From an optimization exercise on the open Yosys and OpenROAD flow, aimed at small area, a short achievable clock period and few clock cycles per item; shortcuts taken in it are not production practice. Where RTL was checked, it was by simulation tests only, not by an equivalence proof against the original. Function not checked in runs 1 to 3: the RTL went through the layout flow alone. Power is estimated from default activity; no workload was simulated.

$ cat flow/design.v
`timescale 1ns / 1ps
`default_nettype none
package cscp_pkg;
    localparam logic [11:0] CIRC_RESET = 12'd2170;
    localparam logic [15:0] CAD_SCALE  = 16'd60000;
endpackage
`default_nettype wire
`timescale 1ns / 1ps
`default_nettype none
import cscp_pkg::*;
module cscp_bk_add #(parameter int W = 32) (
    input  wire  [W-1:0] a,
    input  wire  [W-1:0] b,
    input  wire          ci,
    output logic [W-1:0] s,
    output logic         co
);
    localparam int L = (W <= 2) ? 1 : (W <= 4) ? 2 : (W <= 8) ? 3 : (W <= 16) ? 4 :
                       (W <= 32) ? 5 : (W <= 64) ? 6 : 7;
    logic [W-1:0] g [0:2*L];
    logic [W-1:0] p [0:2*L];
    logic [W-1:0] p0;
    assign p0 = a ^ b;
    always_comb begin
        g[0] = a & b;
        p[0] = p0;
        g[0][0] = (a[0] & b[0]) | (p0[0] & ci);
        p[0][0] = 1'b0;
        for (int l = 0; l < L; l++) begin
            g[l+1] = g[l];
            p[l+1] = p[l];
            for (int i = 0; i < W; i++) begin
                if ((i % (2 << l)) == ((2 << l) - 1)) begin
                    g[l+1][i] = g[l][i] | (p[l][i] & g[l][i - (1 << l)]);
                    p[l+1][i] = p[l][i] & p[l][i - (1 << l)];
                end
            end
        end
        for (int l = L; l < 2*L; l++) begin
            g[l+1] = g[l];
            p[l+1] = p[l];
            for (int i = 0; i < W; i++) begin
                if (i >= (3 << (2*L-1-l)) - 1 && ((i + 1 - (3 << (2*L-1-l)) + 3 * 0) % (2 << (2*L-1-l))) == 0) begin
                    g[l+1][i] = g[l][i] | (p[l][i] & g[l][i - (1 << (2*L-1-l))]);
                    p[l+1][i] = p[l][i] & p[l][i - (1 << (2*L-1-l))];
                end
            end
        end
    end
    assign s  = p0 ^ {g[2*L][W-2:0], ci};
    assign co = g[2*L][W-1];
endmodule
module cycling_speed_cadence_packet_top (
    input  wire                                  i_clk,
    input  wire                                  i_rst_n,
    input  wire                                  i_in_valid,
    output logic                                 o_in_stall,
    input  wire  [7:0]                           i_data_byte,
    input  wire                                  i_last_byte,
    input  wire  [31:0]                          i_now_ms,
    output logic                                 o_out_valid,
    input  wire                                  i_out_stall,
    output logic [7:0]                           o_speed_kmh,
    output logic [15:0]                          o_cadence_rpm,
    output logic                                 o_zero_interval,
    input  wire                                  psel,
    input  wire                                  penable,
    input  wire                                  pwrite,
    input  wire  [2:0]                           paddr,
    input  wire  [31:0]                          pwdata,
    output logic [31:0]                          prdata,
    output logic                                 pready
);
    logic [11:0] r_circ;
    logic [16:0] r_k;            
    logic [3:0]  r_cnt;
    logic [1:0]  r_flags;
    logic [31:0] r_wheel;
    logic [15:0] r_crank;
    logic [31:0] r_prev_wheel;
    logic [15:0] r_prev_crank;
    logic [31:0] r_prev_time;
    logic [31:0] r_dt;           
    logic [48:0] r_sp;           
    logic [48:0] r_cd;           
    logic        r_fast;         
    logic [3:0]  r_nw;           
    logic        r_mul;          
    logic        r_acc;          
    logic        r_acc_c;        
    logic [4:0]  r_bidx;         
    logic        r_bw, r_bc;     
    logic        r_dwb, r_dcb;   
    logic        r_chk;          
    logic [3:0]  r_sdiv;         
    logic [4:0]  r_cdiv;         
    logic        r_busy;         
    logic        r_pend;         
    logic        r_zero;         
    logic        r_out_valid;
    logic        in_acc, commit, out_free, start, start_fast, mul_end;
    logic [3:0]  cs;
    logic [20:0] x_w;
    logic [19:0] x_c;
    assign pready = 1'b1;
    assign prdata = {20'd0, r_circ & {12{~paddr[2]}}};
    assign o_in_stall = r_mul || r_acc || r_pend || ((r_cnt == 4'd10) && r_busy);
    assign in_acc     = i_in_valid && !o_in_stall;
    assign commit     = in_acc && i_last_byte && (r_cnt == 4'd10);
    assign out_free   = !(r_out_valid && i_out_stall);
    assign start      = (commit || r_pend) && out_free;
    assign start_fast = start && r_fast;
    assign mul_end    = r_mul && (r_bidx == 5'd31);
    always_ff @(posedge i_clk) begin
        if (!i_rst_n) begin
            r_circ <= CIRC_RESET;
            r_k    <= 17'(CIRC_RESET) * 17'd18;
        end else if (psel && penable && pwrite && !paddr[2]) begin
            r_circ <= pwdata[11:0];
            r_k    <= {1'b0, pwdata[11:0], 4'd0} + {4'd0, pwdata[11:0], 1'b0};
        end
    end
    assign cs = r_flags[0] ? 4'd7 : 4'd1;
    always_ff @(posedge i_clk) begin
        if (!i_rst_n) begin
            r_cnt <= 4'd0;
        end else if (in_acc) begin
            if (i_last_byte)              r_cnt <= 4'd0;
            else if (r_cnt != 4'd15)      r_cnt <= r_cnt + 4'd1;
        end
    end
    always_ff @(posedge i_clk) begin
        if (in_acc) begin
            if (r_cnt == 4'd0) begin
                r_flags <= i_data_byte[1:0];
                r_wheel <= '0;
                r_crank <= '0;
            end else begin
                if (r_flags[0] && r_cnt == 4'd1) r_wheel[7:0]   <= i_data_byte;
                if (r_flags[0] && r_cnt == 4'd2) r_wheel[15:8]  <= i_data_byte;
                if (r_flags[0] && r_cnt == 4'd3) r_wheel[23:16] <= i_data_byte;
                if (r_flags[0] && r_cnt == 4'd4) r_wheel[31:24] <= i_data_byte;
                if (r_flags[1] && r_cnt == cs)          r_crank[7:0]  <= i_data_byte;
                if (r_flags[1] && r_cnt == cs + 4'd1)   r_crank[15:8] <= i_data_byte;
            end
        end
    end
    function automatic logic below16_32(input logic [31:0] a, input logic [31:0] b);
        logic [27:0] x, y;
        logic        ok;
        x  = a[31:4];
        y  = ~b[31:4];
        ok = ((x[0] ^ y[0]) == (a[3:0] >= b[3:0]));
        for (int i = 1; i < 28; i++) ok = ok && ((x[i] ^ y[i]) == (x[i-1] | y[i-1]));
        below16_32 = ok;
    endfunction
    function automatic logic below16_16(input logic [15:0] a, input logic [15:0] b);
        logic [11:0] x, y;
        logic        ok;
        x  = a[15:4];
        y  = ~b[15:4];
        ok = ((x[0] ^ y[0]) == (a[3:0] >= b[3:0]));
        for (int i = 1; i < 12; i++) ok = ok && ((x[i] ^ y[i]) == (x[i-1] | y[i-1]));
        below16_16 = ok;
    endfunction
    always_ff @(posedge i_clk) begin
        r_fast <= below16_32(r_wheel, r_prev_wheel) && below16_16(r_crank, r_prev_crank);
        r_nw   <= r_wheel[3:0] - r_prev_wheel[3:0];
    end
    logic [20:0] pp0, pp1, pp2, pp3, m1s, m1c, m2s, m2c;
    assign pp0 = {4'd0, r_k & {17{r_nw[0]}}};
    assign pp1 = {3'd0, r_k & {17{r_nw[1]}}, 1'b0};
    assign pp2 = {2'd0, r_k & {17{r_nw[2]}}, 2'b0};
    assign pp3 = {1'd0, r_k & {17{r_nw[3]}}, 3'b0};
    assign m1s = pp0 ^ pp1 ^ pp2;
    assign m1c = {(pp0[19:0] & pp1[19:0]) | (pp0[19:0] & pp2[19:0]) | (pp1[19:0] & pp2[19:0]), 1'b0};
    assign m2s = m1s ^ m1c ^ pp3;
    assign m2c = {(m1s[19:0] & m1c[19:0]) | (m1s[19:0] & pp3[19:0]) | (m1c[19:0] & pp3[19:0]), 1'b0};
    cscp_bk_add #(21) u_xw (.a(m2s), .b(m2c), .ci(1'b0), .s(x_w), .co());
    logic [3:0] nib_c;
    assign nib_c = r_crank[3:0] - r_prev_crank[3:0];
    assign x_c   = 20'(nib_c) * 20'(CAD_SCALE);
    logic dwb, dcb, acc_end;
    assign dwb     = r_wheel[r_bidx] ^ r_prev_wheel[r_bidx] ^ r_bw;
    assign dcb     = r_crank[r_bidx[3:0]] ^ r_prev_crank[r_bidx[3:0]] ^ r_bc;
    assign acc_end = r_acc && !r_mul;
    always_ff @(posedge i_clk) begin
        if (!i_rst_n) begin
            r_mul   <= 1'b0;
            r_acc   <= 1'b0;
            r_acc_c <= 1'b0;
        end else begin
            if (start && !r_fast) r_mul <= 1'b1;
            else if (mul_end)     r_mul <= 1'b0;
            r_acc   <= r_mul;
            r_acc_c <= r_mul && !r_bidx[4];
        end
    end
    always_ff @(posedge i_clk) begin
        if (start) begin
            r_bidx <= 5'd0;
            r_bw   <= 1'b0;
            r_bc   <= 1'b0;
        end else if (r_mul) begin
            r_bidx <= r_bidx + 5'd1;
            r_dwb  <= dwb;
            r_dcb  <= dcb;
            r_bw   <= (!r_wheel[r_bidx] && (r_prev_wheel[r_bidx] || r_bw)) ||
                      (r_prev_wheel[r_bidx] && r_bw);
            r_bc   <= (!r_crank[r_bidx[3:0]] && (r_prev_crank[r_bidx[3:0]] || r_bc)) ||
                      (r_prev_crank[r_bidx[3:0]] && r_bc);
        end
    end
    logic cad_small;
    assign cad_small = (r_dt[31:10] != 22'd0) || (r_cd[26:17] < r_dt[9:0]);
    always_ff @(posedge i_clk) begin
        if (!i_rst_n) begin
            r_prev_wheel <= '0;
            r_prev_crank <= '0;
            r_prev_time  <= '0;
        end else begin
            if (start_fast || mul_end) r_prev_wheel <= r_wheel;
            if (r_chk || mul_end)      r_prev_crank <= r_crank;
            if (commit)                r_prev_time  <= i_now_ms;
        end
    end
    logic [35:0] sr;
    logic [36:0] sd;
    logic        sge, sco;
    logic [32:0] cr;
    logic [32:0] cdf;
    logic        cge;
    logic [36:0] sa, sb, sc, cs_s, cs_c;
    logic [17:0] sp_acc;
    logic [16:0] cd_acc;
    assign sr   = {r_sp[43:9], r_sp[8]};
    assign sa   = {1'b0, sr};
    assign sb   = ~{3'b0, r_dt, 2'b00};
    assign sc   = ~{5'b0, r_dt};
    assign cs_s = sa ^ sb ^ sc;
    assign cs_c = (sa & sb) | (sa & sc) | (sb & sc);
    cscp_bk_add #(37) u_sd (.a(cs_s), .b({cs_c[35:0], 1'b1}), .ci(1'b1), .s(sd), .co(sco));
    assign sge = !sd[36];
    assign cr  = {r_cd[48:17], r_cd[16]};
    cscp_bk_add #(33) u_cd (.a(cr), .b(~{1'b0, r_dt}), .ci(1'b1), .s(cdf), .co(cge));
    cscp_bk_add #(17) u_sa (.a(r_sp[48:32]), .b(r_k & {17{r_dwb}}), .ci(1'b0),
                            .s(sp_acc[16:0]), .co(sp_acc[17]));
    cscp_bk_add #(16) u_ca (.a(r_cd[31:16]), .b(CAD_SCALE & {16{r_dcb}}), .ci(1'b0),
                            .s(cd_acc[15:0]), .co(cd_acc[16]));
    logic s_run, c_run, div_done;
    assign s_run    = (r_sdiv != 4'd0);
    assign c_run    = (r_cdiv != 5'd0);
    assign div_done = !r_chk && (r_sdiv <= 4'd1) && (r_cdiv <= 5'd1) && (s_run || c_run);
    always_ff @(posedge i_clk) begin
        if (!i_rst_n) begin
            r_chk       <= 1'b0;
            r_sdiv      <= 4'd0;
            r_cdiv      <= 5'd0;
            r_busy      <= 1'b0;
            r_pend      <= 1'b0;
            r_out_valid <= 1'b0;
        end else begin
            r_chk <= start_fast;
            if (commit)              r_busy <= 1'b1;
            if (commit && !out_free) r_pend <= 1'b1;
            else if (out_free)       r_pend <= 1'b0;
            if (start_fast) begin
                r_sdiv <= 4'd9;
                r_cdiv <= 5'd10;
            end else if (acc_end) begin
                r_sdiv <= 4'd9;
                r_cdiv <= 5'd17;
            end else begin
                if (s_run) r_sdiv <= r_sdiv - 4'd1;
                if (r_chk && !cad_small) r_cdiv <= 5'd17;
                else if (c_run)          r_cdiv <= r_cdiv - 5'd1;
            end
            if (div_done) begin
                r_busy      <= 1'b0;
                r_out_valid <= 1'b1;
            end else if (r_out_valid && !i_out_stall) begin
                r_out_valid <= 1'b0;
            end
        end
    end
    always_ff @(posedge i_clk) begin
        if (div_done) r_zero <= (r_dt == 32'd0);
    end
    always_ff @(posedge i_clk) begin
        if (commit) r_dt <= i_now_ms - r_prev_time;
        if (start) begin
            r_sp <= r_fast ? 49'(x_w) : 49'd0;
        end else if (r_acc) begin
            r_sp <= {sp_acc, r_sp[31:1]};
        end else if (s_run) begin
            r_sp <= {r_sp[48:44], sge ? sd[34:0] : sr[34:0], r_sp[7:0], sge};
        end
        if (start) begin
            r_cd <= r_fast ? {22'd0, x_c, 7'd0} : 49'd0;
        end else if (r_acc_c) begin
            r_cd <= {17'd0, cd_acc, r_cd[15:1]};
        end else if (r_chk && !cad_small) begin
            r_cd <= {29'd0, x_c};
        end else if (c_run) begin
            r_cd <= {cge ? cdf[31:0] : cr[31:0], r_cd[15:0], cge};
        end
    end
    assign o_out_valid     = r_out_valid;
    assign o_speed_kmh     = ((r_sp[48:44] != 5'd0) || r_sp[8]) ? 8'hFF : r_sp[7:0];
    assign o_cadence_rpm   = r_cd[16] ? 16'hFFFF : r_cd[15:0];
    assign o_zero_interval = r_zero;
endmodule
`default_nettype wire
$ cat flow/flow/run.sh
#!/bin/bash
set -euo pipefail
bash standard.sh SETUP_SLACK_MARGIN=5.7 "BUFFER_PORTS_ARGS=-buffer_cell sky130_fd_sc_hd__buf_2" finish > standard_flow.log 2>&1
$ cat flow/standard.sh
#!/bin/bash
# synth_recipe.tcl (not shown) runs the flow's synth.tcl, then flattens the netlist and writes it again
# the make line also repeats each setting of config.mk as NAME=value (left out here)
make -C /OpenROAD-flow-scripts/flow DESIGN_CONFIG=/design/flow/config.mk WORK_HOME=/design/flow/orfs CLKGATE_MAP_FILE= SYNTH_SCRIPT=/design/flow/synth_recipe.tcl "${@:-finish}"
$ cat flow/config.mk
export PLATFORM = sky130hd
export DESIGN_NAME = cycling_speed_cadence_packet_top
export DESIGN_NICKNAME = cycling_speed_cadence_packet_top
export VERILOG_FILES = /design/flow/design.v
export SDC_FILE = /design/flow/constraint.sdc
export NUM_CORES = 4
export LEC_CHECK = 0
export CAP_MARGIN = 20
export CORE_MARGIN = 2
export CORE_UTILIZATION = 55
export CTS_BUF_LIST = sky130_fd_sc_hd__clkbuf_4
export SLEW_MARGIN = 20
$ cat flow/constraint.sdc
create_clock -name core_clock -period 10.0 [get_ports {i_clk}]
set_input_delay 2.0000 -clock core_clock [delete_from_list [all_inputs] [get_ports {i_clk}]]
set_output_delay 2.0000 -clock core_clock [all_outputs]
set_load 0.01 [all_outputs]
==> results of run 1 <==
[area by class of cell]
type / count / area, um^2 / share of cell area, %
repair buffers: 162 / 1117 / 4.025
multi-input cells: 1845 / 15600 / 56.17
well taps: 592 / 740.7 / 2.668
clock inverters: 29 / 162.7 / 0.5859
clock buffers: 142 / 1066 / 3.840
flip-flops and latches: 320 / 8267 / 29.78
inverters: 214 / 809.5 / 2.916
diodes: 2 / 5.005 / 0.01803
[logic make-up after synthesis]
family / Yosys count / synth area share [%]
mux: 100 / 5.625
buf+inv: 325 / 5.492
fa+ha+maj: 359 / 21.95
xor+xnor: 147 / 5.247
flops: 320 / 33.57
simple gates: 692 / 13.67
compound gates: 524 / 14.41
other cells: 2 / 0.03061
[routing by layer]
layer  routed length, um  part of all wire, %  vias up
met1               27150                   44     9153
met4                1683                  2.7        0
met2               29730                   48      417
met5                   0                    0        -
met3                2981                  4.8      127
li1                    -                    -     9004
[layout by cell type, fill, tap and decap left out, types with 61 or more instances in the layout]
cell	instances
ha_1	236
a21o_1	64
dfxtp_1	126
a21oi_1	119
nand2_1	272
nor2_1	105
inv_1	208
clkbuf_4	142
a21boi_0	61
and2_1	92
fa_1	110
xor2_1	89
buf_2	86
edfxtp_1	183
[sequential cells by signal, summed over array words and instances, names as in the netlist, 2 cells and up]
name,flops
r_bidx,5
r_prev_time,32
r_dt,32
r_cnt,4
r_sdiv,4
r_cd,49
r_prev_wheel,32
r_crank,16
r_wheel,32
r_prev_crank,16
r_cdiv,5
r_flags,2
r_k,13
r_nw,4
r_sp,49
r_circ,12
[through the flow]
stage               power (uW)  util [%]  hold WS, ns  area [um^2]
floorplan                 4398         -       0.4326        24780
global placement          5005     57.98       0.4474        25580
detailed placement        5104     58.00       0.4547        25590
CTS                       6535     61.97       0.4636        27340
global route              7115     62.92       0.4909        27760
finish                    6595     62.92       0.4604        27760
[critical path: cells and delay by family]
kind / cells / cell delay [ns]
and+or+nand+nor: 1 / 0.11
buffers and inverters: 2 / 0.28
[worst max-delay path by stage]
stage | to | from
6_report | prdata[0] | paddr[2]
3_3_place_gp | r_cd[46] | i_in_valid
5_1_grt | prdata[0] | paddr[2]
2_1_floorplan | r_sp[0] | i_last_byte
4_1_cts | o_speed_kmh[5] | r_sp[8]
3_5_place_dp | r_prev_wheel[21] | i_in_valid
[what timing repair did]
item / 4_1_cts / 5_1_grt
pin swaps: 26 / 37
gates resized for setup: 80 / 46
cloned: 3 / 0
buffers inserted: 17 / 26
endpoints found under the setup margin: 151 / 94
[where the power goes]
part	internal [uW]	switching, uW
Combinational	1430	1700
Clock	676	613
Sequential	1890	288
Total	3990	2600
==> flow_metrics.env, run 1 <==
export IMPL_grt_usage_pct=26.81
export IMPL_ant_nets=0
export IMPL_ios=143
export IMPL_worst_path_max_fanout=7
export IMPL_cts_buffers=92
export IMPL_setup_viol=0
export IMPL_status="finished clean"
export IMPL_yosys_register_bits=320
export IMPL_cp_start_kind="input port"
export IMPL_cpMaxStageDelayCell="buf_2"
export IMPL_die_x_um=215.2
export IMPL_r2r_slack_ns=5.79
export IMPL_finalSetupTns_ns=0
export IMPL_synth_cells=2469
export IMPL_core_area_mm2=0.04412
export IMPL_htree_levels=3
export IMPL_viasPerCell=5.657
export IMPL_gp_congestion=0.9269
export IMPL_met3_usage_pct=5.053
export IMPL_portBuffers=99
export IMPL_cts_buffer_depth=3
export IMPL_drive_gt1_share_pct=17.96
export IMPL_hold_buffers=0
export IMPL_netlist_area_leader_share_pct=22.40
export IMPL_wire_per_inst_um=18.62
export IMPL_clkSinkCount=320
export IMPL_period_minus_slack_ns=4.392
export IMPL_cts_tree="yes"
export IMPL_drt_first_iter_violations=1059
export IMPL_nets=3077
export IMPL_slowest_delay_ns=0.15
export IMPL_rr_worst_depth=14
export IMPL_initial_core_util_pct=55.61
export IMPL_hold_viol_final=0
export IMPL_firstDrtPassIters=5
export IMPL_clock_skew_final_ns=0.07708
export IMPL_antenna_found_initial=3
export IMPL_grt_pass1_vias=19168
export IMPL_die_area_mm2=0.04632
export IMPL_rr_startpoint="r_dt[0]"
export IMPL_clkTransAtPathRegs_ns=0.06
export IMPL_grt_max_degree=90
export IMPL_final_cells=3306
export IMPL_synth_common_cells="nand2_1 (274), ha_1 (240), inv_1 (213)"
export IMPL_dp_hpwl_um=44000
export IMPL_hold_depth=2
export IMPL_drv_cap=0
export IMPL_place_ws_ns=4.659
export IMPL_vias=18701
export IMPL_hold_path_end="r_prev_time[7]"
export IMPL_rsz0062_at_grt="true"
export IMPL_fillers=3828
export IMPL_top_usage_layer="met2"
export IMPL_rr_endpoint="r_sp[9]"
export IMPL_syn2layout_area_growth_pct=13.15
export IMPL_path_cells="buf_16 > nor2b_1 > buf_2"
export IMPL_min_from="r_prev_time[7]"
export IMPL_rows=77
export IMPL_fin_crit_sh_pct=43.92
export IMPL_irDropWorstVdd_uv=146.8
export IMPL_placed_cells=3087
export IMPL_yosysSeqAreaShare_pct=33.57
export IMPL_clkLatencyLatePin_ns=0.87
export IMPL_avgSynthCellArea_um2=9.938
export IMPL_cts_root_buf="clkbuf_4"
export IMPL_grt_util_met2_pct=45.01
export IMPL_die_height_um=215.2
export IMPL_worstPathRequired_ns=8.00
export IMPL_worst_slew_pin_slew_ns=1.160
export IMPL_setup_slack_ns=5.608
export IMPL_grt_first_pass_wirelength_um=99210
export IMPL_gr_total_overflow=0
export IMPL_synth_edf_count=183
export IMPL_final_max_slew_viol_count=0
export IMPL_yosysMostFrequentCell="nand2_1"
export IMPL_fmax_ghz=0.2277
export IMPL_wirelength_um=61550
export IMPL_remaining_drc_errors=0
export IMPL_critPathArrivalTime_ns=2.39
export IMPL_yosys_warnings=16
export IMPL_leakagePower_uw=0.01192
export IMPL_syn_area_mm2=0.02454
export IMPL_slew_headroom_pct=22.41
export IMPL_yosys_cell_types_count=80
export IMPL_path_class="input port to output port"
export IMPL_yosys_area_top_type="edfxtp_1"
export IMPL_power_density_mw_per_mm2=237.5
export IMPL_hp_class="flip-flop to flip-flop"
export IMPL_synthFlopType="edfxtp_1"
export IMPL_critPathCaptureType="output port"
export IMPL_netlist_top_cells_area="edfxtp_1 (22%), ha_1 (12%), dfxtp_1 (11%)"
export IMPL_use_met1_pct=34.74
export IMPL_async_reset_ff_share_pct=0
==> run 2, diff against run 1 <==
--- a/flow/config.mk
+++ b/flow/config.mk
@@ -8,5 +8,5 @@
 export CAP_MARGIN = 20
 export CORE_MARGIN = 2
-export CORE_UTILIZATION = 55
+export CORE_UTILIZATION = 40
 export CTS_BUF_LIST = sky130_fd_sc_hd__clkbuf_4
 export SLEW_MARGIN = 20
==> run 2 against run 1 <==
  * Maximum frequency increased by 0.44%
  * Still clean
  * Sequential share of layout area shrank 0.23 points
  * Final cell count up 5.7%
  * Critical endpoint unchanged
  * Largest cell class unchanged
==> flow_metrics.env, run 2 <==
export IMPL_drv_cap=0
export IMPL_largestRegisters="r_cd x49, r_sp x49"
export IMPL_path_class="input port to output port"
export IMPL_nets=3073
export IMPL_irDropWorstVdd_uv=132.6
export IMPL_syn2layout_area_growth_pct=13.91
export IMPL_yosys_register_bits=320
export IMPL_final_cell_mix="nand2_1 (272), ha_1 (235), inv_1 (201), edfxtp_1 (183), clkbuf_4 (140)"
export IMPL_synth_common_cells="nand2_1 (274), ha_1 (240), inv_1 (213)"
export IMPL_slowest_delay_ns=0.13
export IMPL_firstDrtPassIters=5
export IMPL_drive_gt1_share_pct=17.85
export IMPL_synth_edf_count=183
export IMPL_setup_worst_path_start="paddr[2]"
export IMPL_avgSynthCellArea_um2=9.938
export IMPL_antenna_found_initial=1
export IMPL_power_density_mw_per_mm2=235.1
export IMPL_place_ws_ns=4.725
export IMPL_status="finished clean"
export IMPL_setup_slack_ns=5.627
export IMPL_synth_cells=2469
export IMPL_period_minus_slack_ns=4.373
export IMPL_synthFlopType="edfxtp_1"
export IMPL_rr_worst_depth=20
export IMPL_hold_buffers=0
export IMPL_worst_path_max_fanout=7
export IMPL_viasPerCell=5.339
export IMPL_clkSinkCount=320
export IMPL_gp_congestion=0.8684
export IMPL_fillers=5657
export IMPL_gr_total_overflow=0
export IMPL_netlist_area_leader_share_pct=22.40
export IMPL_yosys_cell_types_count=80
export IMPL_rr_endpoint="r_cd[19]"
export IMPL_yosys_area_top_type="edfxtp_1"
export IMPL_wirelength_um=62070
export IMPL_remaining_drc_errors=0
export IMPL_r2r_slack_ns=5.73
export IMPL_clkLatencyLatePin_ns=0.87
export IMPL_clock_skew_final_ns=0.06500
export IMPL_cp_start_kind="input port"
export IMPL_fmax_ghz=0.2287
export IMPL_critPathArrivalTime_ns=2.37
export IMPL_final_common_cell="nand2_1"
export IMPL_fin_crit_sh_pct=43.73
export IMPL_finalSetupTns_ns=0
export IMPL_die_height_um=251.7
export IMPL_yosysMostFrequentCell="nand2_1"
export IMPL_yosysSeqAreaShare_pct=33.57
export IMPL_worstSetupEndpoint="prdata[0]"
export IMPL_cts_buffers=93
export IMPL_worstPathRequired_ns=8.00
export IMPL_rows=90
export IMPL_dp_hpwl_um=45030
export IMPL_ant_nets=0
export IMPL_syn_area_mm2=0.02454
export IMPL_grt_max_degree=98
export IMPL_rsz0062_at_grt="true"
export IMPL_async_reset_ff_share_pct=0
export IMPL_final_max_slew_viol_count=0
export IMPL_rr_startpoint="r_crank[0]"
export IMPL_leakagePower_uw=0.01192
export IMPL_hp_class="flip-flop to flip-flop"
export IMPL_wire_per_inst_um=17.77
export IMPL_hold_depth=2
export IMPL_initial_core_util_pct=40.58
export IMPL_cpMaxStageDelayCell="buf_16"
export IMPL_hold_viol_final=0
export IMPL_drt_first_iter_violations=796
export IMPL_portBuffers=99
export IMPL_htree_levels=3
export IMPL_grt_pass1_vias=19165
export IMPL_die_area_mm2=0.06334
export IMPL_clkTransAtPathRegs_ns=0.06
export IMPL_setup_viol=0
export IMPL_grt_usage_pct=19.49
export IMPL_die_x_um=251.7
export IMPL_ios=143
export IMPL_vias=18656
export IMPL_path_cells="buf_16 > nor2b_1 > buf_2"
export IMPL_cts_root_buf="clkbuf_4"
export IMPL_cts_buffer_depth=3
export IMPL_core_area_mm2=0.06047
export IMPL_slew_headroom_pct=14.74
export IMPL_critPathCaptureType="output port"
export IMPL_grt_first_pass_wirelength_um=99600
export IMPL_worst_slew_pin_slew_ns=1.269
export IMPL_netlist_top_cells_area="edfxtp_1 (22%), ha_1 (12%), dfxtp_1 (11%)"
export IMPL_cts_tree="yes"
export IMPL_yosys_warnings=16
==> run 2: layout make-up <==
class | count | area, um^2 | share of cell area [%]
multi-input cells | 1845 | 15550 | 55.65
flip-flops and latches | 320 | 8257 | 29.54
repair buffers | 157 | 1114 | 3.984
clock buffers | 140 | 1051 | 3.760
well taps | 782 | 978.4 | 3.501
inverters | 214 | 809.5 | 2.896
clock inverters | 35 | 185.2 | 0.6625
diodes | 1 | 2.502 | 0.008953
==> run 2: report_power, final <==
| group | internal [uW] | switching [uW] |
|---|---|---|
| sequential | 1890 | 294 |
| combinational | 1400 | 1690 |
| clock | 671 | 629 |
| total | 3960 | 2610 |
==> run 2: worst min-delay path by stage <==
stage / from / to / slack, ns
after floorplan: r_circ[11] / r_circ[11] / 0.43
after global placement: r_prev_time[17] / r_prev_time[17] / 0.45
after detailed placement: r_prev_time[30] / r_prev_time[30] / 0.46
after CTS: r_prev_time[30] / r_prev_time[30] / 0.46
after global routing: r_prev_time[24] / r_prev_time[24] / 0.48
final: r_prev_time[30] / r_prev_time[30] / 0.46
==> run 2: worst max-delay path: cells and delay by family <==
| family | cells | cell delay [ns] |
|---|---|---|
| AND/OR/NAND/NOR | 1 | 0.10 |
| buffers and inverters | 2 | 0.26 |
==> run 2: cells by family (layout without fill, tap and decap cells) <==
kind of cell / Yosys count / in the layout / synth area share, %
flip-flops: 320 / 320 / 33.57
XOR/XNOR: 147 / 147 / 5.247
buffers and inverters: 325 / 546 / 5.492
AND/OR/NAND/NOR: 692 / 693 / 13.67
AO/OA/AOI/OAI: 524 / 525 / 14.41
adder cells (fa/ha/maj): 359 / 359 / 21.95
multiplexers: 100 / 100 / 5.625
other: 2 / 22 / 0.03061
==> run 2: metal layers <==
layer  wire length (um)  global-route usage (%)
met1              26200                   23.86
met2              31180                   34.28
met3               2831                   3.312
met4               1858                   7.330
met5                  0                       0
==> run 2: what timing repair did <==
| action | 4_1_cts | 5_1_grt |
|---|---|---|
| pin swaps | 23 | 32 |
| endpoints found under the setup margin | 107 | 135 |
| gates resized for setup | 98 | 33 |
| cloned | 1 | 2 |
| buffers inserted | 21 | 21 |
==> run 2: stage by stage <==
step / utilization (%) / total power, uW / instance area (um^2) / hold WS, ns / instances
finish: 46.22 / 6570 / 27950 / 0.4617 / 3494
global route: 46.22 / 7109 / 27950 / 0.4793 / 3494
CTS: 45.64 / 6537 / 27600 / 0.4643 / 3470
detailed placement: 42.69 / 5127 / 25810 / 0.4556 / 3273
global placement: 42.68 / 5023 / 25810 / 0.4485 / 3273
floorplan: - / 4398 / 24780 / 0.4326 / 2488
==> run 3, diff against run 2 <==
--- a/flow/design.v
+++ b/flow/design.v
@@ -81,5 +81,5 @@
     logic [15:0] r_prev_crank;
     logic [31:0] r_prev_time;
-    logic [31:0] r_dt;           
+    logic [31:0] r_ndt;          
     logic [48:0] r_sp;           
     logic [48:0] r_cd;           
@@ -213,5 +213,5 @@
     end
     logic cad_small;
-    assign cad_small = (r_dt[31:10] != 22'd0) || (r_cd[26:17] < r_dt[9:0]);
+    assign cad_small = (r_ndt[31:10] != {22{1'b1}}) || (r_cd[26:17] < ~r_ndt[9:0]);
     always_ff @(posedge i_clk) begin
         if (!i_rst_n) begin
@@ -233,19 +233,17 @@
     logic [36:0] sa, sb, sc, cs_s, cs_c;
     logic [17:0] sp_acc;
-    logic [16:0] cd_acc;
     assign sr   = {r_sp[43:9], r_sp[8]};
     assign sa   = {1'b0, sr};
-    assign sb   = ~{3'b0, r_dt, 2'b00};
-    assign sc   = ~{5'b0, r_dt};
+    assign sb   = {3'b111, r_ndt, 2'b11};
+    assign sc   = {5'b11111, r_ndt};
     assign cs_s = sa ^ sb ^ sc;
     assign cs_c = (sa & sb) | (sa & sc) | (sb & sc);
     cscp_bk_add #(37) u_sd (.a(cs_s), .b({cs_c[35:0], 1'b1}), .ci(1'b1), .s(sd), .co(sco));
     assign sge = !sd[36];
-    assign cr  = {r_cd[48:17], r_cd[16]};
-    cscp_bk_add #(33) u_cd (.a(cr), .b(~{1'b0, r_dt}), .ci(1'b1), .s(cdf), .co(cge));
+    assign cr  = r_cd[48:16];
+    cscp_bk_add #(33) u_cd (.a(cr), .b(r_acc_c ? {17'd0, CAD_SCALE & {16{r_dcb}}} : {1'b1, r_ndt}),
+                            .ci(!r_acc_c), .s(cdf), .co(cge));
     cscp_bk_add #(17) u_sa (.a(r_sp[48:32]), .b(r_k & {17{r_dwb}}), .ci(1'b0),
                             .s(sp_acc[16:0]), .co(sp_acc[17]));
-    cscp_bk_add #(16) u_ca (.a(r_cd[31:16]), .b(CAD_SCALE & {16{r_dcb}}), .ci(1'b0),
-                            .s(cd_acc[15:0]), .co(cd_acc[16]));
     logic s_run, c_run, div_done;
     assign s_run    = (r_sdiv != 4'd0);
@@ -285,8 +283,8 @@
     end
     always_ff @(posedge i_clk) begin
-        if (div_done) r_zero <= (r_dt == 32'd0);
+        if (div_done) r_zero <= (r_ndt == {32{1'b1}});
     end
     always_ff @(posedge i_clk) begin
-        if (commit) r_dt <= i_now_ms - r_prev_time;
+        if (commit) r_ndt <= r_prev_time + ~i_now_ms;   
         if (start) begin
             r_sp <= r_fast ? 49'(x_w) : 49'd0;
@@ -299,5 +297,5 @@
             r_cd <= r_fast ? {22'd0, x_c, 7'd0} : 49'd0;
         end else if (r_acc_c) begin
-            r_cd <= {17'd0, cd_acc, r_cd[15:1]};
+            r_cd <= {17'd0, cdf[16:0], r_cd[15:1]};
         end else if (r_chk && !cad_small) begin
             r_cd <= {29'd0, x_c};
==> flow/flow/run.sh (replaced) <==
#!/bin/bash
set -euo pipefail
bash standard.sh SETUP_SLACK_MARGIN=5.62 "BUFFER_PORTS_ARGS=-buffer_cell sky130_fd_sc_hd__buf_2" finish > standard_flow.log 2>&1
--- a/flow/config.mk
+++ b/flow/config.mk
@@ -9,4 +9,6 @@
 export CORE_MARGIN = 2
 export CORE_UTILIZATION = 40
-export CTS_BUF_LIST = sky130_fd_sc_hd__clkbuf_4
+export CTS_BUF_LIST = sky130_fd_sc_hd__clkbuf_8
+export CTS_CLUSTER_DIAMETER = 60
+export CTS_CLUSTER_SIZE = 16
 export SLEW_MARGIN = 20
==> run 3 against run 2 <==
  * Still clean
  * Final cell count shrank 3.1%
  * Combinational power is essentially flat
  * Wire length shrank 0.79%
  * Utilization shrank 0.29 points
  * Global-route usage grew 0.16 points
  * Register-to-register slack lost 0.12 ns
  * Maximum frequency shrank 0.39%
  * Clock skew shrank 0.0065 ns
==> flow_metrics.env, run 3 <==
export IMPL_largestRegisters="r_cd x49, r_sp x49"
export IMPL_finalSetupTns_ns=0
export IMPL_netlist_area_leader_share_pct=22.74
export IMPL_htree_levels=2
export IMPL_period_minus_slack_ns=4.390
export IMPL_cts_buffer_depth=3
export IMPL_gr_total_overflow=0
export IMPL_critPathCaptureType="flip-flop"
export IMPL_initial_core_util_pct=40.26
export IMPL_power_density_mw_per_mm2=231.3
export IMPL_synthMuxAreaShare_pct=5.204
export IMPL_leakagePower_uw=0.01154
export IMPL_syn_area_mm2=0.02416
export IMPL_avgSynthCellArea_um2=9.858
export IMPL_grt_usage_pct=19.65
export IMPL_rr_worst_depth=15
export IMPL_met1_length_um=27990
export IMPL_hold_buffers=0
export IMPL_clock_skew_final_ns=0.05852
export IMPL_grt_first_pass_wirelength_um=99130
export IMPL_status="finished clean"
export IMPL_min_from="r_circ[7]"
export IMPL_rr_startpoint="r_ndt[6]"
export IMPL_synth_edf_count=183
export IMPL_r2r_slack_ns=5.61
export IMPL_async_reset_ff_share_pct=0
export IMPL_worst_slew_pin_slew_ns=0.9957
export IMPL_rr_endpoint="r_sp[40]"
export IMPL_wire_per_inst_um=18.19
export IMPL_yosys_warnings=13
export IMPL_cts_root_buf="clkbuf_8"
export IMPL_final_common_cell="nand2_1"
export IMPL_synthFlopType="edfxtp_1"
export IMPL_yosys_area_top_type="edfxtp_1"
export IMPL_setup_viol=0
export IMPL_synth_compound_area_share_pct=14.58
export IMPL_final_max_slew_viol_count=0
export IMPL_hp_class="flip-flop to flip-flop"
export IMPL_die_x_um=249.8
export IMPL_yosys_area_share_adder_pct=21.69
export IMPL_grt_pass1_vias=18495
export IMPL_hold_depth=2
export IMPL_cts_tree="yes"
export IMPL_antenna_found_initial=0
export IMPL_clkSinkCount=320
export IMPL_die_area_mm2=0.06239
export IMPL_die_height_um=249.8
export IMPL_synthXorXnorAreaFrac_pct=5.038
export IMPL_netlist_top_cells_area="edfxtp_1 (23%), ha_1 (12%), dfxtp_1 (11%)"
export IMPL_dp_hpwl_um=43700
export IMPL_fmax_ghz=0.2278
export IMPL_hold_path_end="r_circ[7]"
export IMPL_yosysMostFrequentCell="nand2_1"
export IMPL_drive_gt1_share_pct=16.60
export IMPL_firstDrtPassIters=5
export IMPL_critPathArrivalTime_ns=4.74
export IMPL_remaining_drc_errors=0
export IMPL_wirelength_um=61580
export IMPL_vias=18336
export IMPL_portBuffers=99
export IMPL_yosys_register_bits=320
export IMPL_worst_path_max_fanout=3
export IMPL_path_class="flip-flop to flip-flop"
export IMPL_synth_cells=2451
export IMPL_grt_max_degree=68
export IMPL_dr_wl_met3_um=3576
export IMPL_fin_crit_sh_pct=43.90
export IMPL_viasPerCell=5.417
export IMPL_drt_first_iter_violations=1071
export IMPL_drv_cap=0
export IMPL_worstPathRequired_ns=10.35
export IMPL_ant_nets=0
export IMPL_core_area_mm2=0.06002
export IMPL_synth_common_cells="nand2_1 (284), ha_1 (230), inv_1 (185)"
export IMPL_yosysSeqAreaShare_pct=34.09
export IMPL_highest_layer="met4"
export IMPL_yosys_cell_types_count=74
export IMPL_dr_wl_met2_um=28330
export IMPL_synth_simple_area_share_pct=14.01
export IMPL_clkTransAtPathRegs_ns=0.09
export IMPL_cp_start_kind="flip-flop"
export IMPL_ios=143
export IMPL_irDropWorstVdd_uv=132.0
export IMPL_rsz0062_at_grt="true"
export IMPL_place_ws_ns=3.749
export IMPL_hold_viol_final=0
export IMPL_slew_headroom_pct=33.62
export IMPL_cts_buffers=38
export IMPL_rows=90
export IMPL_synth_top_family_by_area="adder cells"
export IMPL_gp_congestion=0.8793
export IMPL_setup_slack_ns=5.610
export IMPL_syn2layout_area_growth_pct=14.08
export IMPL_final_cell_mix="nand2_1 (278), ha_1 (216), inv_1 (185), edfxtp_1 (183), nor2_1 (133)"
export IMPL_clkLatencyLatePin_ns=0.67
export IMPL_nets=3003
-- run 3: how the worst max path moves through the flow --
stage / start / endpoint / slack, ns / cells past startpoint
global route: r_ndt[6] / r_sp[32] / 5.48 / 16
global placement: i_in_valid / r_cd[45] / 3.54 / 9
finish: r_ndt[6] / r_sp[40] / 5.61 / 15
detailed placement: i_in_valid / r_cd[38] / 3.75 / 9
floorplan: i_in_valid / r_sp[0] / 5.23 / 8
CTS: r_crank[0] / r_cd[19] / 5.49 / 19
-- run 3: metrics by stage --
| stage | cells | cell area [um^2] | hold slack (ns) | power [uW] | utilization, % |
|---|---|---|---|---|---|
| 6_report | 3385 | 27570 | 0.4632 | 6376 | 45.93 |
| 5_1_grt | 3384 | 27560 | 0.4988 | 6882 | 45.92 |
| 4_1_cts | 3362 | 27010 | 0.4656 | 6237 | 45.00 |
| 3_5_place_dp | 3252 | 25400 | 0.4495 | 4935 | 42.31 |
| 3_3_place_gp | 3252 | 25390 | 0.4454 | 4823 | 42.30 |
| 2_1_floorplan | 2470 | 24370 | 0.4326 | 4280 | - |
-- run 3: report_power, final --
group / switching [uW] / total [uW] / internal, uW
clock: 608 / 1160 / 556
combinational: 1650 / 3060 / 1410
sequential: 273 / 2150 / 1880
total: 2530 / 6380 / 3850
-- run 3: what timing repair did --
item                       in CTS  in global routing
pin swaps                      35                 52
hold endpoints to repair        0                  0
buffers inserted               36                 21
gates cloned                    4                  1
resized for setup              71                 72
setup endpoints to repair     236                 72
-- run 3: metal layers --
metal / vias up / track usage, %
met1: 9016 / 26.52
met5: - / 0
met3: 101 / 4.047
met2: 421 / 31.78
li1: 8798 / -
met4: 0 / 5.869
-- run 3: layout make-up --
| cell class | instances | area [um^2] |
|---|---|---|
| Antenna cell | 1 | 2.502 |
| Timing Repair Buffer | 178 | 1257 |
| Sequential cell | 320 | 8264 |
| Multi-Input combinational cell | 1848 | 15380 |
| Fill cell | 5563 | 32450 |
| Clock buffer | 39 | 536.8 |
| Tap cell | 782 | 978.4 |
| Clock inverter | 31 | 410.4 |
| Inverter | 186 | 735.7 |
-- run 3: logic make-up after synthesis --
logic type / Yosys count
simple gates: 710
flops: 320
xor+xnor: 139
buf+inv: 303
other cells: 2
fa+ha+maj: 348
compound gates: 541
mux: 88
-- run 3: critical path, stage by stage, from the launching register on --
cell and delay, ns:
edfxtp_1 0.53, fa_2 0.55, ha_4 0.17, or3_4 0.32, or4_4 0.44, o2111ai_4 0.28, buf_6 0.15, o311ai_4 0.13
a31oi_2 0.28, or2b_1 0.25, a21o_1 0.17, fa_2 0.35, xnor2_2 0.16, nor2_1 0.07, a21oi_1 0.16, o22ai_1 0.09
==> run 4, diff against run 3 <==
--- a/flow/design.v
+++ b/flow/design.v
@@ -83,7 +83,7 @@
     logic [31:0] r_ndt;          
     logic [48:0] r_sp;           
-    logic [48:0] r_cd;           
+    logic [49:0] r_cd;           
     logic        r_fast;         
-    logic [3:0]  r_nw;           
+    logic [3:0]  r_nw, r_nc;     
     logic        r_mul;          
     logic        r_acc;          
@@ -167,4 +167,5 @@
         r_fast <= below16_32(r_wheel, r_prev_wheel) && below16_16(r_crank, r_prev_crank);
         r_nw   <= r_wheel[3:0] - r_prev_wheel[3:0];
+        r_nc   <= r_crank[3:0] - r_prev_crank[3:0];
     end
     logic [20:0] pp0, pp1, pp2, pp3, m1s, m1c, m2s, m2c;
@@ -178,7 +179,5 @@
     assign m2c = {(m1s[19:0] & m1c[19:0]) | (m1s[19:0] & pp3[19:0]) | (m1c[19:0] & pp3[19:0]), 1'b0};
     cscp_bk_add #(21) u_xw (.a(m2s), .b(m2c), .ci(1'b0), .s(x_w), .co());
-    logic [3:0] nib_c;
-    assign nib_c = r_crank[3:0] - r_prev_crank[3:0];
-    assign x_c   = 20'(nib_c) * 20'(CAD_SCALE);
+    assign x_c = 20'(r_nc) * 20'(CAD_SCALE);
     logic dwb, dcb, acc_end;
     assign dwb     = r_wheel[r_bidx] ^ r_prev_wheel[r_bidx] ^ r_bw;
@@ -213,5 +212,5 @@
     end
     logic cad_small;
-    assign cad_small = (r_ndt[31:10] != {22{1'b1}}) || (r_cd[26:17] < ~r_ndt[9:0]);
+    assign cad_small = (r_ndt[31:10] != {22{1'b1}}) || (r_cd[27:18] < ~r_ndt[9:0]);
     always_ff @(posedge i_clk) begin
         if (!i_rst_n) begin
@@ -233,4 +232,5 @@
     logic [36:0] sa, sb, sc, cs_s, cs_c;
     logic [17:0] sp_acc;
+    logic [16:0] cd_acc;
     assign sr   = {r_sp[43:9], r_sp[8]};
     assign sa   = {1'b0, sr};
@@ -241,9 +241,10 @@
     cscp_bk_add #(37) u_sd (.a(cs_s), .b({cs_c[35:0], 1'b1}), .ci(1'b1), .s(sd), .co(sco));
     assign sge = !sd[36];
-    assign cr  = r_cd[48:16];
-    cscp_bk_add #(33) u_cd (.a(cr), .b(r_acc_c ? {17'd0, CAD_SCALE & {16{r_dcb}}} : {1'b1, r_ndt}),
-                            .ci(!r_acc_c), .s(cdf), .co(cge));
+    assign cr  = {r_cd[49:18], r_cd[17]};
+    cscp_bk_add #(33) u_cd (.a(cr), .b({1'b1, r_ndt}), .ci(1'b1), .s(cdf), .co(cge));
     cscp_bk_add #(17) u_sa (.a(r_sp[48:32]), .b(r_k & {17{r_dwb}}), .ci(1'b0),
                             .s(sp_acc[16:0]), .co(sp_acc[17]));
+    cscp_bk_add #(16) u_ca (.a(r_cd[31:16]), .b(CAD_SCALE & {16{r_dcb}}), .ci(1'b0),
+                            .s(cd_acc[15:0]), .co(cd_acc[16]));
     logic s_run, c_run, div_done;
     assign s_run    = (r_sdiv != 4'd0);
@@ -268,8 +269,8 @@
             end else if (acc_end) begin
                 r_sdiv <= 4'd9;
-                r_cdiv <= 5'd17;
+                r_cdiv <= 5'd18;
             end else begin
                 if (s_run) r_sdiv <= r_sdiv - 4'd1;
-                if (r_chk && !cad_small) r_cdiv <= 5'd17;
+                if (r_chk && !cad_small) r_cdiv <= 5'd18;
                 else if (c_run)          r_cdiv <= r_cdiv - 5'd1;
             end
@@ -295,16 +296,16 @@
         end
         if (start) begin
-            r_cd <= r_fast ? {22'd0, x_c, 7'd0} : 49'd0;
+            r_cd <= r_fast ? {22'd0, x_c, 8'd0} : 50'd0;
         end else if (r_acc_c) begin
-            r_cd <= {17'd0, cdf[16:0], r_cd[15:1]};
+            r_cd <= {18'd0, cd_acc, r_cd[15:1]};
         end else if (r_chk && !cad_small) begin
-            r_cd <= {29'd0, x_c};
+            r_cd <= {30'd0, x_c};
         end else if (c_run) begin
-            r_cd <= {cge ? cdf[31:0] : cr[31:0], r_cd[15:0], cge};
+            r_cd <= {cge ? cdf[31:0] : cr[31:0], r_cd[16:0], cge};
         end
     end
     assign o_out_valid     = r_out_valid;
     assign o_speed_kmh     = ((r_sp[48:44] != 5'd0) || r_sp[8]) ? 8'hFF : r_sp[7:0];
-    assign o_cadence_rpm   = r_cd[16] ? 16'hFFFF : r_cd[15:0];
+    assign o_cadence_rpm   = (r_cd[17] || r_cd[16]) ? 16'hFFFF : r_cd[15:0];
     assign o_zero_interval = r_zero;
 endmodule
==> run 4 against run 3 <==
  * Still clean on timing, DRC and antenna
  * Utilization shrank 0.83 points
  * Count of clock-buffer cells in the layout grew 1
  * Register-to-register slack gained 0.13 ns
  * Area after synthesis shrank 0.25%
  * Via count shrank 2.2%
  * Critical path depth shrank 12
  * Largest cell class unchanged
  * Synthesized cell count shrank 1.5%
  * Non-clock buffer count shrank 21
  * First-iteration DRC count grew 16%
  * Die area shrank 0.24%
  * Total power shrank 6.3%
==> flow_metrics.env, run 4 <==
export IMPL_clkTransAtPathRegs_ns=0.08
export IMPL_firstDrtPassIters=5
export IMPL_die_x_um=249.5
export IMPL_fin_crit_sh_pct=43.78
export IMPL_avgSynthCellArea_um2=9.981
export IMPL_worst_path_max_fanout=7
export IMPL_r2r_slack_ns=5.74
export IMPL_die_height_um=249.5
export IMPL_slowest_delay_ns=0.15
export IMPL_clkSinkCount=325
export IMPL_yosys_cell_types_count=77
export IMPL_setup_viol=0
export IMPL_path_class="input port to output port"
export IMPL_worstPathRequired_ns=8.00
export IMPL_min_from="r_circ[7]"
export IMPL_syn2layout_area_growth_pct=10.83
export IMPL_die_area_mm2=0.06224
export IMPL_syn_area_mm2=0.02410
export IMPL_hold_depth=2
export IMPL_hp_class="flip-flop to flip-flop"
export IMPL_final_util_pct=45.09
export IMPL_hold_buffers=0
export IMPL_worst_slew_pin_slew_ns=1.015
export IMPL_critPathCaptureType="output port"
export IMPL_rr_worst_depth=16
export IMPL_rsz0062_at_grt="true"
export IMPL_fin_hold_ws_ns=0.4576
export IMPL_period_minus_slack_ns=4.378
export IMPL_largest_reg_flops=50
export IMPL_ant_nets=0
export IMPL_top_register="r_cd"
export IMPL_yosysMostFrequentCell="nand2_1"
export IMPL_drt_first_iter_violations=1241
export IMPL_synth_edf_count=184
export IMPL_finalSetupTns_ns=0
export IMPL_yosysSeqAreaShare_pct=34.63
export IMPL_final_max_slew_viol_count=0
export IMPL_cts_buffers=37
export IMPL_cp_start_kind="input port"
export IMPL_cts_tree="yes"
export IMPL_wire_per_inst_um=18.16
export IMPL_grt_usage_pct=19.32
export IMPL_grt_max_degree=74
export IMPL_rr_endpoint="r_sp[28]"
export IMPL_nets=2963
export IMPL_yosys_register_bits=325
export IMPL_gr_total_overflow=0
export IMPL_remaining_drc_errors=0
export IMPL_initial_core_util_pct=40.69
export IMPL_htree_levels=2
export IMPL_path_cells="clkbuf_16 > nor2b_4 > buf_2"
export IMPL_gp_congestion=0.8559
export IMPL_clkLatencyLatePin_ns=0.65
export IMPL_antenna_found_initial=1
export IMPL_synth_cells=2415
export IMPL_ios=143
export IMPL_fmax_ghz=0.2284
export IMPL_async_reset_ff_share_pct=0
export IMPL_hold_path_end="r_circ[7]"
export IMPL_netlist_area_leader_share_pct=22.92
export IMPL_netlist_top_cells_area="edfxtp_1 (23%), ha_1 (12%), dfxtp_1 (12%)"
export IMPL_setup_slack_ns=5.622
export IMPL_critPathArrivalTime_ns=2.38
export IMPL_dp_hpwl_um=44030
export IMPL_largestRegisters="r_cd x50, r_sp x49"
export IMPL_portBuffers=99
export IMPL_final_cell_mix="nand2_1 (286), ha_1 (238), a21oi_1 (196), edfxtp_1 (184), inv_1 (177)"
export IMPL_yosys_area_top_type="edfxtp_1"
export IMPL_final_common_cell="nand2_1"
export IMPL_rows=89
export IMPL_cts_buffer_depth=3
export IMPL_slew_headroom_pct=32.36
export IMPL_place_ws_ns=4.953
export IMPL_synthFlopType="edfxtp_1"
export IMPL_drive_gt1_share_pct=13.21
export IMPL_cpMaxStageDelayCell="clkbuf_16"
export IMPL_rr_startpoint="r_ndt[4]"
export IMPL_cts_root_buf="clkbuf_8"
export IMPL_power_density_mw_per_mm2=223.7
export IMPL_grt_pass1_vias=18046
export IMPL_vias=17927
export IMPL_hold_viol_final=0
export IMPL_clock_skew_final_ns=0.05380
export IMPL_status="finished clean"
export IMPL_drv_cap=0
export IMPL_wirelength_um=60390
export IMPL_synth_common_cells="nand2_1 (289), ha_1 (239), a21oi_1 (200)"
export IMPL_grt_first_pass_wirelength_um=96660
export IMPL_leakagePower_uw=0.01126
export IMPL_yosys_warnings=16
export IMPL_core_area_mm2=0.05924
export IMPL_viasPerCell=5.390
export IMPL_irDropWorstVdd_uv=140.0
run 4: cell type report:
class,instances,area [um^2]
inverters,174,658.1
diodes,2,5.005
multi-input cells,1827,14900
flip-flops and latches,325,8377
clock inverters,28,244.0
clock buffers,40,550.5
fillers,5647,32530
well taps,773,967.2
repair buffers,157,1015
run 4: routing by layer:
metal / up-vias / part of all wire (%) / track usage (%)
li1: 8698 / - / -
met1: 8737 / 46 / 26.21
met2: 392 / 46 / 31.62
met3: 100 / 5.0 / 3.014
met4: 0 / 2.7 / 6.248
met5: - / 0 / 0
run 4: what timing repair did:
| action | 4_1_cts | 5_1_grt |
|---|---|---|
| gates cloned | 0 | 2 |
| pin swaps | 13 | 7 |
| setup endpoints to repair | 87 | 112 |
| setup buffers | 27 | 9 |
| gates resized for setup | 35 | 35 |
run 4: worst max-delay path by stage:
stage,from,end,slack [ns]
5_1_grt,i_last_byte,r_sp[9],5.58
6_report,paddr[2],prdata[9],5.62
3_5_place_dp,i_last_byte,r_sp[14],4.95
3_3_place_gp,r_cd[17],r_cd[22],4.98
4_1_cts,r_cd[17],r_cd[22],5.60
2_1_floorplan,i_in_valid,r_cd[18],5.57
run 4: per-stage QoR:
step	instances	area [um^2]	total power [uW]
final	3326	26710	5977
after global routing	3326	26710	6462
after CTS	3313	26460	5948
after detailed placement	3218	25350	4892
after global placement	3218	25350	4786
after floorplan	2434	24200	4227
run 4: cells by family (layout without fill, tap and decap cells):
group | Yosys count | in the layout | synth area share [%]
AO/OA/AOI/OAI | 478 | 478 | 12.33
adder cells (fa/ha/maj) | 358 | 358 | 22.29
multiplexers | 128 | 128 | 6.940
buffers and inverters | 282 | 399 | 4.817
XOR/XNOR | 145 | 145 | 5.269
AND/OR/NAND/NOR | 697 | 697 | 13.69
other | 2 | 23 | 0.03116
flip-flops | 325 | 325 | 34.63
run 4: report_power, final:
| part | total (uW) | switching, uW | internal (uW) |
|---|---|---|---|
| Clock | 1000 | 577 | 428 |
| Sequential | 2190 | 293 | 1900 |
| Combinational | 2780 | 1480 | 1300 |
run 4: worst max-delay path, delay by kind of cell:
kind | cells | cell delay [ns]
buffers and inverters | 2 | 0.28
and+or+nand+nor | 1 | 0.10
Testbench counts of run 4, summed over its fixed seeds: cycles 18,016, items 1,600.
==> run 5, diff against run 4 <==
--- a/flow/config.mk
+++ b/flow/config.mk
@@ -8,5 +8,5 @@
 export CAP_MARGIN = 20
 export CORE_MARGIN = 2
-export CORE_UTILIZATION = 40
+export CORE_UTILIZATION = 55
 export CTS_BUF_LIST = sky130_fd_sc_hd__clkbuf_8
 export CTS_CLUSTER_DIAMETER = 60
==> run 5 against run 4 <==
  * Still clean
  * Area after synthesis is the same
  * Global-route usage grew 7.5 points
  * Flip-flop and latch count is the same
  * Combinational power grew 4%
  * Non-clock buffer count grew 7
  * Worst hold slack is essentially flat
  * Critical endpoint is now prdata[1]
  * First-iteration DRC count shrank 17%
  * Final area is essentially flat
  * Utilization grew 17 points
  * Largest cell class unchanged
  * Maximum frequency is essentially flat
  * Register-to-register slack lost 0.12 ns
==> flow_metrics.env, run 5 <==
export IMPL_synthFlopType="edfxtp_1"
export IMPL_gr_total_overflow=0
export IMPL_die_area_mm2=0.04551
export IMPL_yosysMostFrequentCell="nand2_1"
export IMPL_hold_buffers=0
export IMPL_final_cells=3145
export IMPL_worstPathRequired_ns=8.00
export IMPL_portBuffers=99
export IMPL_synth_top_family_by_area="adder cells"
export IMPL_vias=17926
export IMPL_final_max_slew_viol_count=0
export IMPL_die_height_um=213.3
export IMPL_dp_hpwl_um=44250
export IMPL_ios=143
export IMPL_diodes=0
export IMPL_synthXorXnorAreaFrac_pct=5.269
export IMPL_cts_tree="yes"
export IMPL_cts_buffer_depth=3
export IMPL_yosys_cell_types_count=77
export IMPL_cts_root_buf="clkbuf_8"
export IMPL_yosysSeqAreaShare_pct=34.63
export IMPL_die_x_um=213.3
export IMPL_fillers=3714
export IMPL_clkLatencyLatePin_ns=0.62
export IMPL_yosys_area_share_adder_pct=22.29
export IMPL_clkSinkCount=325
export IMPL_finalSetupTns_ns=0
export IMPL_cts_buffers=38
export IMPL_yosys_area_top_type="edfxtp_1"
export IMPL_grt_usage_pct=26.87
export IMPL_htree_levels=2
export IMPL_setup_slack_ns=5.618
export IMPL_avgSynthCellArea_um2=9.981
export IMPL_drive_gt1_share_pct=13.40
export IMPL_slew_headroom_pct=28.92
export IMPL_ant_nets=0
export IMPL_largestRegisters="r_cd x50, r_sp x49"
export IMPL_worst_path_max_fanout=7
export IMPL_clock_skew_final_ns=0.03718
export IMPL_async_reset_ff_share_pct=0
export IMPL_hold_viol_final=0
export IMPL_antenna_found_initial=1
export IMPL_seq_area_mm2=0.008366
export IMPL_clkTransAtPathRegs_ns=0.09
export IMPL_netlist_top_cells_area="edfxtp_1 (23%), ha_1 (12%), dfxtp_1 (12%)"
export IMPL_final_common_cell="nand2_1"
export IMPL_drt_first_iter_violations=1028
export IMPL_top_register="r_cd"
export IMPL_status="finished clean"
export IMPL_core_area_mm2=0.04317
export IMPL_irDropWorstVdd_uv=134.5
export IMPL_viasPerCell=5.700
export IMPL_syn_area_mm2=0.02410
export IMPL_cp_start_kind="input port"
export IMPL_synth_compound_area_share_pct=12.33
export IMPL_fmax_ghz=0.2282
export IMPL_power_density_mw_per_mm2=230.7
export IMPL_leakagePower_uw=0.01139
export IMPL_final_util_pct=61.87
export IMPL_largest_reg_flops=50
export IMPL_yosys_register_bits=325
export IMPL_rows=76
export IMPL_grt_first_pass_wirelength_um=95550
export IMPL_synth_cells=2415
export IMPL_placed_cells=3030
export IMPL_wirelength_um=60420
export IMPL_final_cell_mix="nand2_1 (287), ha_1 (238), a21oi_1 (196), edfxtp_1 (184), inv_1 (178)"
export IMPL_synthMuxAreaShare_pct=6.940
export IMPL_synth_simple_area_share_pct=13.69
export IMPL_place_ws_ns=4.739
export IMPL_synth_edf_count=184
export IMPL_synth_common_cells="nand2_1 (289), ha_1 (239), a21oi_1 (200)"
export IMPL_remaining_drc_errors=0
export IMPL_critPathCaptureType="output port"
export IMPL_rsz0062_at_grt="true"
export IMPL_yosys_warnings=16
export IMPL_firstDrtPassIters=5
export IMPL_netlist_area_leader_share_pct=22.92
export IMPL_gp_congestion=0.8486
export IMPL_critPathArrivalTime_ns=2.38
export IMPL_hp_class="flip-flop to flip-flop"
export IMPL_multi_input_area_mm2=0.01496
export IMPL_grt_pass1_vias=17859
export IMPL_worst_slew_pin_slew_ns=1.065
export IMPL_setup_viol=0
export IMPL_initial_core_util_pct=55.83
export IMPL_drv_cap=0
export IMPL_syn2layout_area_growth_pct=10.82
export IMPL_nets=2971
export IMPL_path_class="input port to output port"
export IMPL_grt_max_degree=77
export IMPL_wire_per_inst_um=19.21
export IMPL_period_minus_slack_ns=4.382
export IMPL_fin_crit_sh_pct=43.82
run 5: cell counts after synthesis:
No cell type changed its count.
run 5: what timing repair did:
action	in CTS	in global routing
pin swaps	20	27
gates resized for setup	48	35
buffers inserted	25	17
setup endpoints to repair	91	111
cloned	1	2
run 5: kinds of logic (layout without fill, tap and decap cells):
logic type / after synthesis / after routing
xor+xnor: 145 / 145
other cells: 2 / 21
flops: 325 / 325
fa+ha+maj: 358 / 358
compound gates: 478 / 478
simple gates: 697 / 697
mux: 128 / 128
buf+inv: 282 / 408
run 5: layout make-up:
cell class              instances  area share, %
well taps                     585          2.740
clock inverters                28          1.096
flip-flops and latches        325          31.32
repair buffers                164          4.230
clock buffers                  42          2.164
inverters                     174          2.450
multi-input cells            1827          56.00
run 5: report_power, final:
part,switching (uW),total (uW),internal (uW)
combinational,1530,2880,1360
sequential,300,2200,1900
clock,582,1080,497
total,2410,6160,3760
run 5: worst max-delay path, stage by stage:
cell and delay (ns):
buf_16 0.13, nor2b_4 0.14, buf_6 0.11
run 5: worst paths after layout:
kind	start	cells past startpoint	slack, ns	to
max	paddr[2]	3	5.62	prdata[1]
min	r_prev_time[14]	2	0.46	r_prev_time[14]
max reg2reg	r_nw[0]	18	5.62	r_sp[19]
min reg2reg	r_prev_time[14]	2	0.46	r_prev_time[14]
run 5: routing by layer:
metal,global-route usage (%),vias to the layer above,routed length (um)
met5,0,-,0
met1,37.11,8788,27800
li1,-,8707,-
met3,4.496,81,3051
met2,44.32,350,28280
met4,6.513,0,1290
run 5: per-stage QoR:
stage / total power [uW] / hold WS (ns) / instance area, um^2
2_1_floorplan: 4227 / 0.4316 / 24200
3_3_place_gp: 4800 / 0.4413 / 25110
3_5_place_dp: 4895 / 0.4465 / 25110
4_1_cts: 6091 / 0.4623 / 26390
5_1_grt: 6654 / 0.4772 / 26710
6_report: 6163 / 0.4576 / 26710
==> run 6, diff against run 5 <==
==> flow/flow/run.sh (replaced) <==
#!/bin/bash
set -euo pipefail
bash standard.sh SETUP_SLACK_MARGIN=5.7 "BUFFER_PORTS_ARGS=-buffer_cell sky130_fd_sc_hd__buf_2" finish > standard_flow.log 2>&1
--- a/flow/config.mk
+++ b/flow/config.mk
@@ -8,5 +8,5 @@
 export CAP_MARGIN = 20
 export CORE_MARGIN = 2
-export CORE_UTILIZATION = 55
+export CORE_UTILIZATION = 40
 export CTS_BUF_LIST = sky130_fd_sc_hd__clkbuf_8
 export CTS_CLUSTER_DIAMETER = 60
==> run 6 against run 5 <==
  * Final area is 1.4% higher
  * Largest power group unchanged
  * Maximum frequency up 0.34%
  * Area after synthesis is the same
  * Worst hold slack improved by 0.0030 ns
  * Critical path depth is the same
  * Clock skew increased by 0.0092 ns
  * Die area rose by 37%
  * Utilization is 16 points lower
  * Clock power is essentially flat
  * Critical path type unchanged
  * Worst setup slack better by 0.015 ns
  * First-iteration DRC count down 0.88%
  * Synthesized cell count is the same
==> flow_metrics.env, run 6 <==
export IMPL_grt_pass1_vias=18225
export IMPL_yosys_cell_types_count=77
export IMPL_dp_hpwl_um=44120
export IMPL_leakagePower_uw=0.01136
export IMPL_final_cells=3333
export IMPL_finalSetupTns_ns=0
export IMPL_synth_common_cells="nand2_1 (289), ha_1 (239), a21oi_1 (200)"
export IMPL_fin_crit_sh_pct=43.67
export IMPL_cpMaxStageDelayCell="buf_16"
export IMPL_path_class="input port to output port"
export IMPL_clkSinkCount=325
export IMPL_clkTransAtPathRegs_ns=0.08
export IMPL_slew_headroom_pct=27.88
export IMPL_yosys_register_bits=325
export IMPL_place_ws_ns=4.860
export IMPL_cts_buffer_depth=3
export IMPL_critPathArrivalTime_ns=2.37
export IMPL_htree_levels=2
export IMPL_syn_area_mm2=0.02410
export IMPL_final_common_cell="nand2_1"
export IMPL_top_register="r_cd"
export IMPL_critPathBufInv=2
export IMPL_irDropWorstVdd_uv=139.0
export IMPL_netlist_top_cells_area="edfxtp_1 (23%), ha_1 (12%), dfxtp_1 (12%)"
export IMPL_gp_congestion=0.8954
export IMPL_syn2layout_area_growth_pct=12.35
export IMPL_initial_core_util_pct=40.69
export IMPL_power_uw=6141
export IMPL_yosysSeqAreaShare_pct=34.63
export IMPL_cts_buffers=39
export IMPL_cts_tree="yes"
export IMPL_drt_first_iter_violations=1019
export IMPL_worst_slew_pin_slew_ns=1.082
export IMPL_path_cells="buf_16 > nor2b_1 > buf_2"
export IMPL_grt_max_degree=93
export IMPL_vias=18198
export IMPL_cp_start_kind="input port"
export IMPL_hold_buffers=0
export IMPL_drv_cap=0
export IMPL_setup_slack_ns=5.633
export IMPL_ant_nets=0
export IMPL_wirelength_um=60960
export IMPL_gr_total_overflow=0
export IMPL_portBuffers=99
export IMPL_async_reset_ff_share_pct=0
export IMPL_drive_gt1_share_pct=14.30
export IMPL_ios=143
export IMPL_fin_hold_ws_ns=0.4606
export IMPL_period_minus_slack_ns=4.367
export IMPL_clock_skew_final_ns=0.04638
export IMPL_cts_root_buf="clkbuf_8"
export IMPL_placed_cells=3219
export IMPL_worstPathRequired_ns=8.00
export IMPL_core_area_mm2=0.05924
export IMPL_critPathTopFamily="buffers and inverters"
export IMPL_yosys_warnings=16
export IMPL_critPathCaptureType="output port"
export IMPL_netlist_area_leader_share_pct=22.92
export IMPL_nets=2970
export IMPL_wire_per_inst_um=18.29
export IMPL_hp_class="flip-flop to flip-flop"
export IMPL_status="finished clean"
export IMPL_hold_viol_final=0
export IMPL_yosys_area_top_type="edfxtp_1"
export IMPL_worst_path_max_fanout=7
export IMPL_synth_edf_count=184
export IMPL_setup_viol=0
export IMPL_rsz0062_at_grt="true"
export IMPL_fillers=5590
export IMPL_slowest_delay_ns=0.13
export IMPL_synthFlopType="edfxtp_1"
export IMPL_remaining_drc_errors=0
export IMPL_clkLatencyLatePin_ns=0.64
export IMPL_largest_reg_flops=50
export IMPL_firstDrtPassIters=5
export IMPL_antenna_found_initial=4
export IMPL_grt_first_pass_wirelength_um=97790
export IMPL_avgSynthCellArea_um2=9.981
export IMPL_viasPerCell=5.460
export IMPL_die_area_mm2=0.06224
export IMPL_synth_cells=2415
export IMPL_largestRegisters="r_cd x50, r_sp x49"
export IMPL_die_height_um=249.5
export IMPL_power_density_mw_per_mm2=226.8
export IMPL_yosysMostFrequentCell="nand2_1"
export IMPL_rows=89
export IMPL_fmax_ghz=0.2290
export IMPL_final_cell_mix="nand2_1 (287), ha_1 (237), a21oi_1 (195), edfxtp_1 (184), inv_1 (174)"
export IMPL_final_max_slew_viol_count=0
export IMPL_die_x_um=249.5
export IMPL_grt_usage_pct=19.46
==> run 6: cell count changes in the layout (fill, tap and decap cells not counted), sizes merged <==
cell      delta
buf          -2
clkinv       +3
bufbuf       +1
clkinvlp     +6
diode        +1
inv          -6
clkbuf       -3
==> run 6: worst reg2reg max path: cells and delay by family (launching register included) <==
family	cells	cell delay [ns]
flip-flops	1	0.37
adder cells (fa/ha/maj)	4	1.66
AO/OA/AOI/OAI	9	1.43
AND/OR/NAND/NOR	2	0.29
XOR/XNOR	1	0.08
buffers and inverters	1	0.13
==> run 6: per-stage QoR <==
stage,utilization (%),instance area (um^2)
CTS,45.29,26830
floorplan,-,24310
finish,45.71,27080
global route,45.71,27080
detailed placement,42.93,25430
global placement,42.92,25430
==> run 6: worst paths after layout <==
path / from / end / slack [ns] / cells after the start
worst max register to register: r_nw[0] / r_sp[19] / 5.77 / 17
worst max-delay path: paddr[2] / prdata[11] / 5.63 / 3
worst min register to register: r_prev_time[12] / r_prev_time[12] / 0.46 / 2
worst min-delay path: r_prev_time[12] / r_prev_time[12] / 0.46 / 2
==> run 6: cell type report <==
type	instances	area (um^2)	share of cell area (%)
multi-input cells	1827	15040	55.53
flip-flops and latches	325	8379	30.94
well taps	773	967.2	3.572
clock buffers	40	550.5	2.033
repair buffers	162	1150	4.246
diodes	1	2.502	0.009241
clock inverters	31	337.8	1.248
inverters	174	654.4	2.416
==> run 6: what timing repair did <==
| item | in CTS | in global routing |
|---|---|---|
| endpoints found under the setup margin | 74 | 85 |
| resized for setup | 59 | 41 |
| buffers inserted | 30 | 9 |
| pin swaps | 22 | 15 |
| gates cloned | 2 | 1 |
==> run 6: kinds of logic (layout without fill, tap and decap cells) <==
kind of cell	Yosys count	after routing	share of synthesized area, %
adders and majority gates	358	358	22.29
xor gates and xnor gates	145	145	5.269
buffers and inverters	282	407	4.817
and+or+nand+nor	697	697	13.69
DFF	325	325	34.63
AOI/OAI and AO/OA	478	478	12.33
other	2	22	0.03116
muxes	128	128	6.940
==> run 6: power by group <==
part | switching, uW | total [uW] | internal (uW)
Clock | 602 | 1090 | 486
Sequential | 298 | 2200 | 1900
Combinational | 1510 | 2850 | 1340
==> run 6: per-layer routing <==
metal	part of all wire (%)	vias up	GRT usage (%)
met5	0	-	0
met4	2.4	0	5.594
met3	5.5	78	2.837
met2	46	437	31.60
met1	46	8973	27.01
li1	-	8710	-

-- what the ideal ports hide --
The flow's constraints put no driver on any port. The routed layouts listed below were extracted and timed again, unchanged, in two steps.
Step 1, drivers: a clkbuf_16 drives i_clk and a buf_2 each remaining input, both assumed.
Step 2 also shifts input and output timing later by t, the mid clock arrival at the registers, as if the neighbouring blocks saw the same clock.
Slacks: ideal ports / drivers / drivers and shift; pairs: ideal ports / drivers.
| run | t (ns) | setup WS [ns] | worst register clock-pin slew, ns |
|---|---|---|---|
| run 1 | 0.889 | 5.608 / 5.491 / 4.943 | 0.07 / 0.07 |
| run 2 | 0.893 | 5.627 / 5.524 / 5.032 | 0.08 / 0.08 |
| run 3 | 0.701 | 5.610 / 5.545 / 5.069 | 0.11 / 0.11 |
| run 4 | 0.681 | 5.622 / 5.529 / 5.110 | 0.11 / 0.11 |
| run 5 | 0.663 | 5.618 / 5.526 / 5.161 | 0.11 / 0.11 |
| run 6 | 0.679 | 5.633 / 5.524 / 5.192 | 0.10 / 0.10 |
After both steps every run listed still meets setup and hold. For run 1, which loses most, drivers alone change the setup slack by -0.117 ns; drivers and shift together by -0.665 ns.
